This design comes from an exercise in tuning for small area, a short achievable clock period and few clock cycles per item on the open sky130 flow, not from production work. The RTL was checked by simulation tests, not by an equivalence proof against the original design. Power is estimated from default activity; no workload was simulated.

==> inputs of run a <==
==> flow/design.v <==
package lb_pkg;
  typedef logic [32-1:0] lb_addr_t;
  typedef logic [32-1:0] lb_data_t;
endpackage
package capture_pkg;
  typedef logic [32-1:0] event_t;
  typedef logic [8-1:0]  port_t;
  typedef logic [8-1:0] mem_addr_t;
  typedef logic [8:0]   sample_count_t;
  typedef enum logic [1:0] {
    mode_nibbles    = 2'd0,
    mode_side_ad    = 2'd1,
    mode_side_eh    = 2'd2,
    mode_test_count = 2'd3
  } event_mode_t;
  typedef enum logic [1:0] {
    st_idle    = 2'd0,
    st_armed   = 2'd1,
    st_capture = 2'd2,
    st_done    = 2'd3
  } capture_state_t;
endpackage
module event_select (
  input  logic                 clk_200m,
  input  logic                 reset_200m,
  input  capture_pkg::port_t   port_a,
  input  capture_pkg::port_t   port_b,
  input  capture_pkg::port_t   port_c,
  input  capture_pkg::port_t   port_d,
  input  capture_pkg::port_t   port_e,
  input  capture_pkg::port_t   port_f,
  input  capture_pkg::port_t   port_g,
  input  capture_pkg::port_t   port_h,
  input  capture_pkg::event_mode_t mode,
  input  capture_pkg::event_t  trig_mask_next,
  output capture_pkg::event_t  events,
  output logic                 changed,
  output logic                 trig_hit
);
  capture_pkg::port_t  pin_a;
  capture_pkg::port_t  pin_b;
  capture_pkg::port_t  pin_c;
  capture_pkg::port_t  pin_d;
  capture_pkg::port_t  pin_e;
  capture_pkg::port_t  pin_f;
  capture_pkg::port_t  pin_g;
  capture_pkg::port_t  pin_h;
  capture_pkg::event_t test_cnt;
  capture_pkg::event_t ev_next;
  always_ff @(posedge clk_200m) begin
    pin_a <= port_a;
    pin_b <= port_b;
    pin_c <= port_c;
    pin_d <= port_d;
    pin_e <= port_e;
    pin_f <= port_f;
    pin_g <= port_g;
    pin_h <= port_h;
  end
  always_ff @(posedge clk_200m) begin
    if (reset_200m) begin
      test_cnt <= '0;
    end else begin
      test_cnt <= test_cnt + 1'b1;
    end
  end
  always_comb begin
    case (mode)
      capture_pkg::mode_nibbles: begin
        ev_next = {pin_h[3:0], pin_g[3:0], pin_f[3:0], pin_e[3:0],
                   pin_d[3:0], pin_c[3:0], pin_b[3:0], pin_a[3:0]};
      end
      capture_pkg::mode_side_ad: begin
        ev_next = {pin_d, pin_c, pin_b, pin_a};
      end
      capture_pkg::mode_side_eh: begin
        ev_next = {pin_h, pin_g, pin_f, pin_e};
      end
      default: begin
        ev_next = test_cnt;
      end
    endcase
  end
  always_ff @(posedge clk_200m) begin
    events   <= ev_next;
    changed  <= ev_next != events;
    trig_hit <= (trig_mask_next == '0) || ((ev_next & trig_mask_next) != '0);
  end
endmodule
module capture_ctrl (
  input  logic                          clk_200m,
  input  logic                          reset_200m,
  input  logic                          changed,
  input  logic                          trig_hit,
  input  logic                          arm,
  input  lb_pkg::lb_data_t              window,
  output logic                          store_en,
  output capture_pkg::capture_state_t   state,
  output capture_pkg::sample_count_t    stored_count,
  output logic [15:0]                   count_lo_hot,
  output logic [15:0]                   count_hi_hot
);
  capture_pkg::sample_count_t count_next;
  capture_pkg::capture_state_t state_next;
  lb_pkg::lb_data_t           cyc_p1;
  logic                       last_cycle;
  logic                       full;
  assign store_en   = ((state == capture_pkg::st_armed) && trig_hit) ||
                      ((state == capture_pkg::st_capture) && changed);
  assign last_cycle = cyc_p1 >= window;
  assign full       = count_lo_hot[15] && count_hi_hot[15] && store_en;
  always_comb begin
    state_next = state;
    count_next = stored_count;
    case (state)
      capture_pkg::st_armed: begin
        if (trig_hit) begin
          count_next = 1;
          state_next = (window > 1) ? capture_pkg::st_capture : capture_pkg::st_done;
        end
      end
      capture_pkg::st_capture: begin
        count_next = stored_count + store_en;
        if (last_cycle || full) begin
          state_next = capture_pkg::st_done;
        end
      end
      default: begin
        if (arm) begin
          state_next = capture_pkg::st_armed;
          count_next = '0;
        end
      end
    endcase
  end
  always_ff @(posedge clk_200m) begin
    if (reset_200m) begin
      state        <= capture_pkg::st_idle;
      stored_count <= '0;
      count_lo_hot <= 16'd1;
      count_hi_hot <= 16'd1;
    end else begin
      state        <= state_next;
      stored_count <= count_next;
      count_lo_hot <= 16'd1 << count_next[3:0];
      count_hi_hot <= 16'd1 << count_next[7:4];
    end
  end
  always_ff @(posedge clk_200m) begin
    if (state == capture_pkg::st_armed) begin
      cyc_p1 <= 2;
    end else begin
      cyc_p1 <= cyc_p1 + 1'b1;
    end
  end
endmodule
module lb_regs (
  input  logic                         clk_200m,
  input  logic                         reset_200m,
  input  logic                         lb_wr,
  input  logic                         lb_rd,
  input  lb_pkg::lb_addr_t             lb_addr,
  input  lb_pkg::lb_data_t             lb_wr_d,
  output lb_pkg::lb_data_t             lb_rd_d,
  output logic                         lb_rd_rdy,
  output capture_pkg::event_mode_t     mode,
  output logic                         arm,
  output capture_pkg::event_t          trig_mask_next,
  output lb_pkg::lb_data_t             window,
  input  capture_pkg::capture_state_t  state,
  input  capture_pkg::sample_count_t   stored_count,
  output logic                         host_we,
  output capture_pkg::mem_addr_t       mem_addr,
  output logic [15:0]                  rd_lo_sel,
  output logic [15:0]                  mem_lo_hot,
  output logic [15:0]                  mem_hi_hot,
  input  capture_pkg::event_t          mem_rd_d
);
  capture_pkg::event_t    trig_mask;
  lb_pkg::lb_data_t       reg_rd_mux;
  lb_pkg::lb_data_t       status_word;
  logic [7:0]             a;
  logic                   mem_sel;
  logic                   grp_stale;
  logic                   mem_rd_wait;
  logic [15:0]            wr_lo_hot;
  assign a       = lb_addr[7:0];
  assign mem_sel = (a == 8'hA0);
  assign host_we = lb_wr && mem_sel;
  assign trig_mask_next = (lb_wr && (a == 8'h94)) ? capture_pkg::event_t'(lb_wr_d) : trig_mask;
  assign wr_lo_hot = 16'd1 << lb_wr_d[3:0];
  assign rd_lo_sel = lb_wr ? wr_lo_hot : mem_lo_hot;
  always_comb begin
    status_word                   = '0;
    status_word[1:0]              = state;
    status_word[4] = 1'b0;
    status_word[31:16]            = 16'(stored_count);
    case (a)
      8'h90:      reg_rd_mux = lb_pkg::lb_data_t'(mode);
      8'h94: reg_rd_mux = lb_pkg::lb_data_t'(trig_mask);
      8'h98:    reg_rd_mux = window;
      8'h9C:  reg_rd_mux = lb_pkg::lb_data_t'(mem_addr);
      8'hA4:    reg_rd_mux = status_word;
      default:        reg_rd_mux = '0;
    endcase
  end
  always_ff @(posedge clk_200m) begin
    if (reset_200m) begin
      mode        <= capture_pkg::mode_nibbles;
      arm         <= 1'b0;
      trig_mask   <= '0;
      window      <= '0;
      mem_addr    <= '0;
      mem_lo_hot  <= 16'd1;
      mem_hi_hot  <= 16'd1;
      lb_rd_rdy   <= 1'b0;
      grp_stale   <= 1'b0;
      mem_rd_wait <= 1'b0;
    end else begin
      arm         <= 1'b0;
      trig_mask   <= trig_mask_next;
      grp_stale   <= lb_wr && (a != 8'h9C);
      mem_rd_wait <= lb_rd && mem_sel && grp_stale;
      lb_rd_rdy   <= (lb_rd && !(mem_sel && grp_stale)) || mem_rd_wait;
      if (lb_wr) begin
        case (a)
          8'h90: begin
            mode <= capture_pkg::event_mode_t'(lb_wr_d[1:0]);
            arm  <= lb_wr_d[4];
          end
          8'h98:   window   <= lb_wr_d;
          8'h9C: begin
            mem_addr   <= capture_pkg::mem_addr_t'(lb_wr_d);
            mem_lo_hot <= wr_lo_hot;
            mem_hi_hot <= 16'd1 << lb_wr_d[7:4];
          end
          default:       ;
        endcase
      end
    end
  end
  always_ff @(posedge clk_200m) begin
    lb_rd_d <= (mem_sel || mem_rd_wait) ? lb_pkg::lb_data_t'(mem_rd_d) : reg_rd_mux;
  end
endmodule
module mem_arbiter (
  input  capture_pkg::capture_state_t state,
  input  logic                    cap_we,
  input  logic [15:0]             cap_lo_hot,
  input  logic [15:0]             cap_hi_hot,
  input  capture_pkg::event_t     cap_data,
  input  logic                    host_we,
  input  logic [15:0]             host_lo_hot,
  input  logic [15:0]             host_hi_hot,
  input  capture_pkg::event_t     host_wr_d,
  output logic [2**8-1:0] ram_we,
  output capture_pkg::event_t     ram_wr_d
);
  logic        capturing;
  logic [15:0] we_lo;
  logic [15:0] sel_hi;
  assign capturing = (state == capture_pkg::st_armed) || (state == capture_pkg::st_capture);
  assign ram_wr_d  = capturing ? cap_data : host_wr_d;
  assign we_lo  = capturing ? (cap_lo_hot & {16{cap_we}}) : (host_lo_hot & {16{host_we}});
  assign sel_hi = capturing ? cap_hi_hot : host_hi_hot;
  for (genvar w = 0; w < 2**8; w++) begin : g_we
    assign ram_we[w] = sel_hi[w/16] && we_lo[w%16];
  end
endmodule
module sample_ram (
  input  logic                    clk_200m,
  input  logic [2**8-1:0] ram_we,
  input  capture_pkg::event_t     ram_wr_d,
  input  logic [15:0]             rd_lo_next,
  input  logic [3:0]              rd_hi,
  output capture_pkg::event_t     ram_rd_d
);
  logic [2**8-1:0][32-1:0] words;
  logic [15:0][32-1:0]               part;
  for (genvar w = 0; w < 2**8; w++) begin : g_word
    capture_pkg::event_t q;
    always_ff @(posedge clk_200m) begin
      if (ram_we[w]) begin
        q <= ram_wr_d;
      end
    end
    assign words[w] = q;
  end
  logic [15:0][32-1:0] part_next;
  always_comb begin
    for (int g = 0; g < 16; g++) begin
      part_next[g] = '0;
      for (int i = 0; i < 16; i++) begin
        part_next[g] = part_next[g] | (words[g*16 + i] & {32{rd_lo_next[i]}});
      end
    end
  end
  always_ff @(posedge clk_200m) begin
    part <= part_next;
  end
  assign ram_rd_d = part[rd_hi];
endmodule
module logic_capture_top (
  input  logic                clk_200m,
  input  logic                reset_200m,
  input  capture_pkg::port_t  port_a,
  input  capture_pkg::port_t  port_b,
  input  capture_pkg::port_t  port_c,
  input  capture_pkg::port_t  port_d,
  input  capture_pkg::port_t  port_e,
  input  capture_pkg::port_t  port_f,
  input  capture_pkg::port_t  port_g,
  input  capture_pkg::port_t  port_h,
  input  logic                lb_wr,
  input  logic                lb_rd,
  input  lb_pkg::lb_addr_t    lb_addr,
  input  lb_pkg::lb_data_t    lb_wr_d,
  output lb_pkg::lb_data_t    lb_rd_d,
  output logic                lb_rd_rdy
);
  capture_pkg::event_mode_t    mode;
  capture_pkg::event_t         events;
  lb_pkg::lb_data_t            window;
  logic                        arm;
  capture_pkg::capture_state_t state;
  capture_pkg::sample_count_t  stored_count;
  logic                        store_en;
  logic                        changed;
  logic                        host_we;
  capture_pkg::mem_addr_t      mem_addr;
  logic [15:0]                 rd_lo_sel;
  logic [15:0]                 mem_lo_hot;
  logic [15:0]                 mem_hi_hot;
  logic [15:0]                 count_lo_hot;
  logic [15:0]                 count_hi_hot;
  capture_pkg::event_t         trig_mask_next;
  logic                        trig_hit;
  logic [2**8-1:0]   ram_we;
  capture_pkg::event_t         ram_wr_d;
  capture_pkg::event_t         ram_rd_d;
  event_select u_event_select (
    .clk_200m   (clk_200m),
    .reset_200m (reset_200m),
    .port_a     (port_a),
    .port_b     (port_b),
    .port_c     (port_c),
    .port_d     (port_d),
    .port_e     (port_e),
    .port_f     (port_f),
    .port_g     (port_g),
    .port_h     (port_h),
    .mode       (mode),
    .trig_mask_next (trig_mask_next),
    .events     (events),
    .changed    (changed),
    .trig_hit   (trig_hit)
  );
  capture_ctrl u_capture_ctrl (
    .clk_200m     (clk_200m),
    .reset_200m   (reset_200m),
    .changed      (changed),
    .trig_hit     (trig_hit),
    .arm          (arm),
    .window       (window),
    .store_en     (store_en),
    .state        (state),
    .stored_count (stored_count),
    .count_lo_hot (count_lo_hot),
    .count_hi_hot (count_hi_hot)
  );
  lb_regs u_lb_regs (
    .clk_200m     (clk_200m),
    .reset_200m   (reset_200m),
    .lb_wr        (lb_wr),
    .lb_rd        (lb_rd),
    .lb_addr      (lb_addr),
    .lb_wr_d      (lb_wr_d),
    .lb_rd_d      (lb_rd_d),
    .lb_rd_rdy    (lb_rd_rdy),
    .mode         (mode),
    .arm          (arm),
    .trig_mask_next (trig_mask_next),
    .window       (window),
    .state        (state),
    .stored_count (stored_count),
    .host_we      (host_we),
    .mem_addr     (mem_addr),
    .rd_lo_sel    (rd_lo_sel),
    .mem_lo_hot   (mem_lo_hot),
    .mem_hi_hot   (mem_hi_hot),
    .mem_rd_d     (ram_rd_d)
  );
  mem_arbiter u_mem_arbiter (
    .state      (state),
    .cap_we     (store_en),
    .cap_lo_hot (count_lo_hot),
    .cap_hi_hot (count_hi_hot),
    .cap_data   (events),
    .host_we    (host_we),
    .host_lo_hot (mem_lo_hot),
    .host_hi_hot (mem_hi_hot),
    .host_wr_d  (lb_wr_d),
    .ram_we     (ram_we),
    .ram_wr_d   (ram_wr_d)
  );
  sample_ram u_sample_ram (
    .clk_200m (clk_200m),
    .ram_we   (ram_we),
    .ram_wr_d (ram_wr_d),
    .rd_lo_next (rd_lo_sel),
    .rd_hi    (mem_addr[7:4]),
    .ram_rd_d (ram_rd_d)
  );
endmodule
==> flow/flow/run.sh <==
#!/bin/bash
# The standard layout, with plain buffers (not delay cells) on the ports.
set -euo pipefail
bash standard.sh "BUFFER_PORTS_ARGS=-inputs -outputs -buffer_cell sky130_fd_sc_hd__buf_4" finish > make_finish.log 2>&1
==> flow/standard.sh <==
#!/bin/bash
# synth_recipe.tcl (not shown) runs the flow's synth.tcl, then flattens the netlist and writes it again
# the make line also repeats each setting of config.mk as NAME=value (left out here)
make -C /OpenROAD-flow-scripts/flow DESIGN_CONFIG=/design/flow/config.mk WORK_HOME=/design/flow/orfs CLKGATE_MAP_FILE= SYNTH_SCRIPT=/design/flow/synth_recipe.tcl "${@:-finish}"
==> flow/config.mk <==
export PLATFORM = sky130hd
export DESIGN_NAME = logic_capture_top
export DESIGN_NICKNAME = logic_capture_top
export VERILOG_FILES = /design/flow/design.v
export SDC_FILE = /design/flow/constraint.sdc
export NUM_CORES = 4
export LEC_CHECK = 0
export ABC_CLOCK_PERIOD_IN_PS = 2500
export CAP_MARGIN = 20
export CELL_PAD_IN_SITES_DETAIL_PLACEMENT = 1
export CELL_PAD_IN_SITES_GLOBAL_PLACEMENT = 1
export CORE_MARGIN = 2
export CORE_UTILIZATION = 38
export CTS_CLUSTER_DIAMETER = 80
export CTS_CLUSTER_SIZE = 25
export PLACE_DENSITY = 0.45
export SETUP_SLACK_MARGIN = 3.1
export SLEW_MARGIN = 20
export TNS_END_PERCENT = 10
==> flow/constraint.sdc <==
create_clock -name core_clock -period 6.0 [get_ports {clk_200m}]
set_input_delay 1.2000 -clock core_clock [delete_from_list [all_inputs] [get_ports {clk_200m}]]
set_output_delay 1.2000 -clock core_clock [all_outputs]
set_load 0.01 [all_outputs]
==> run b (differences from run a) <==
--- a/flow/design.v
+++ b/flow/design.v
@@ -171,6 +171,7 @@
   input  capture_pkg::sample_count_t   stored_count,
   output logic                         host_we,
+  output capture_pkg::event_t          host_wr_d,
   output capture_pkg::mem_addr_t       mem_addr,
-  output logic [15:0]                  rd_lo_sel,
+  output logic [3:0]                   rd_lo_sel,
   output logic [15:0]                  mem_lo_hot,
   output logic [15:0]                  mem_hi_hot,
@@ -187,12 +188,11 @@
   assign a       = lb_addr[7:0];
   assign mem_sel = (a == 8'hA0);
-  assign host_we = lb_wr && mem_sel;
   assign trig_mask_next = (lb_wr && (a == 8'h94)) ? capture_pkg::event_t'(lb_wr_d) : trig_mask;
   assign wr_lo_hot = 16'd1 << lb_wr_d[3:0];
-  assign rd_lo_sel = lb_wr ? wr_lo_hot : mem_lo_hot;
+  assign rd_lo_sel = lb_wr ? lb_wr_d[3:0] : mem_addr[3:0];
   always_comb begin
     status_word                   = '0;
     status_word[1:0]              = state;
-    status_word[4] = 1'b0;
+    status_word[4] = host_we;
     status_word[31:16]            = 16'(stored_count);
     case (a)
@@ -217,5 +217,7 @@
       grp_stale   <= 1'b0;
       mem_rd_wait <= 1'b0;
+      host_we     <= 1'b0;
     end else begin
+      host_we     <= lb_wr && mem_sel;
       arm         <= 1'b0;
       trig_mask   <= trig_mask_next;
@@ -241,4 +243,5 @@
   end
   always_ff @(posedge clk_200m) begin
+    host_wr_d <= capture_pkg::event_t'(lb_wr_d);
     lb_rd_d <= (mem_sel || mem_rd_wait) ? lb_pkg::lb_data_t'(mem_rd_d) : reg_rd_mux;
   end
@@ -272,5 +275,5 @@
   input  logic [2**8-1:0] ram_we,
   input  capture_pkg::event_t     ram_wr_d,
-  input  logic [15:0]             rd_lo_next,
+  input  logic [3:0]              rd_lo_next,
   input  logic [3:0]              rd_hi,
   output capture_pkg::event_t     ram_rd_d
@@ -287,16 +290,9 @@
     assign words[w] = q;
   end
-  logic [15:0][32-1:0] part_next;
-  always_comb begin
+  always_ff @(posedge clk_200m) begin
     for (int g = 0; g < 16; g++) begin
-      part_next[g] = '0;
-      for (int i = 0; i < 16; i++) begin
-        part_next[g] = part_next[g] | (words[g*16 + i] & {32{rd_lo_next[i]}});
-      end
+      part[g] <= words[{g[3:0], rd_lo_next}];
     end
   end
-  always_ff @(posedge clk_200m) begin
-    part <= part_next;
-  end
   assign ram_rd_d = part[rd_hi];
 endmodule
@@ -328,6 +324,7 @@
   logic                        changed;
   logic                        host_we;
+  capture_pkg::event_t         host_wr_d;
   capture_pkg::mem_addr_t      mem_addr;
-  logic [15:0]                 rd_lo_sel;
+  logic [3:0]                  rd_lo_sel;
   logic [15:0]                 mem_lo_hot;
   logic [15:0]                 mem_hi_hot;
@@ -385,4 +382,5 @@
     .stored_count (stored_count),
     .host_we      (host_we),
+    .host_wr_d    (host_wr_d),
     .mem_addr     (mem_addr),
     .rd_lo_sel    (rd_lo_sel),
@@ -400,5 +398,5 @@
     .host_lo_hot (mem_lo_hot),
     .host_hi_hot (mem_hi_hot),
-    .host_wr_d  (lb_wr_d),
+    .host_wr_d  (host_wr_d),
     .ram_we     (ram_we),
     .ram_wr_d   (ram_wr_d)
CELL_PAD_IN_SITES_DETAIL_PLACEMENT = not set   (was 1)
CELL_PAD_IN_SITES_GLOBAL_PLACEMENT = not set   (was 1)
CORE_UTILIZATION = 50   (was 38)
PLACE_DENSITY = not set   (was 0.45)
==> comparison table <==
	run a	run b
Met2 Track Usage GR	0.491	0.421
Synth Area in Compound Gates	0.117	0.0167
Switching fraction of total power	0.260	0.278
Fraction of final layout cells with drive strength greater than 1	0.172	0.247
Maximum cell stage delay along the critical path	420 ps	760 ps
Terminus of the critical flop-to-flop path	u_sample_ram.g_word[175].q[12]$_DFFE_PP_	u_sample_ram.g_word[97].q[7]$_DFFE_PP_
Arrival @ worst endpoint	4110 ps	4050 ps
Worst setup path end	u_sample_ram.part[468]$_DFF_P_	u_sample_ram.g_word[97].q[7]$_DFFE_PP_
Layout Area Growth over Synthesis	16.0%	11.3%
Switch Pwr	33,700 uW	37,500 uW
Multi-input logic portion of the cell area	0.148	0.200
Peak supply drop	367 uV	477 uV
Part of the power in the clock network	0.334	0.272
Seq pwr share	0.574	0.581
Run status	finished clean	finished clean
Number of vias per cell after detailed routing	6.41	6.44
Core footprint	837,000 um^2	680,000 um^2
Mux cell area share after synthesis	0.0169	0.146
Count of unique library cells instantiated by Yosys	61	70
HPWL Detailed	739,000 um	554,000 um
Length of routed met3 wiring	107,000 um	109,000 um
Most used cell along the critical path	buf_16	buf_12
Area of the multi-input gates	54,900 um^2	75,800 um^2
Testbench counts of run a, summed over its fixed seeds: cycles 17,556, words 8,696.
Testbench counts of run b, summed over its fixed seeds: cycles 17,556, words 8,696.

[what the ideal ports hide]
Ports are ideal in the flow. The routed layouts listed here were re-timed in OpenROAD. Step 1 sets driving cells, clkbuf_16 on the clock port and buf_2 on the other inputs (assumed; they add their load-dependent delay and slew). Step 2, shift: input delay + t, output delay - t, t = (earliest + latest rising clock arrival at the registers) / 2. This alone moves slack from input paths to output paths. Three values: ideal, step 1, step 2; two values: the first two.
| run | t, ns | setup WS [ns] | worst setup path at the end | latest minus earliest clock arrival (ns) | worst data-port slew with drivers (ns) |
|---|---|---|---|---|---|
| run a | 1.250 | 2.754 / 2.657 / 1.407 | input to register | 0.073 / 0.072 | 0.41 |
| run b | 1.226 | 2.727 / 2.727 / 1.904 | input to register | 0.083 / 0.082 | 0.05 |
After both steps every run listed still meets setup and hold. For run a, which loses most, drivers alone change the setup slack by -0.097 ns; drivers and shift together by -1.347 ns.
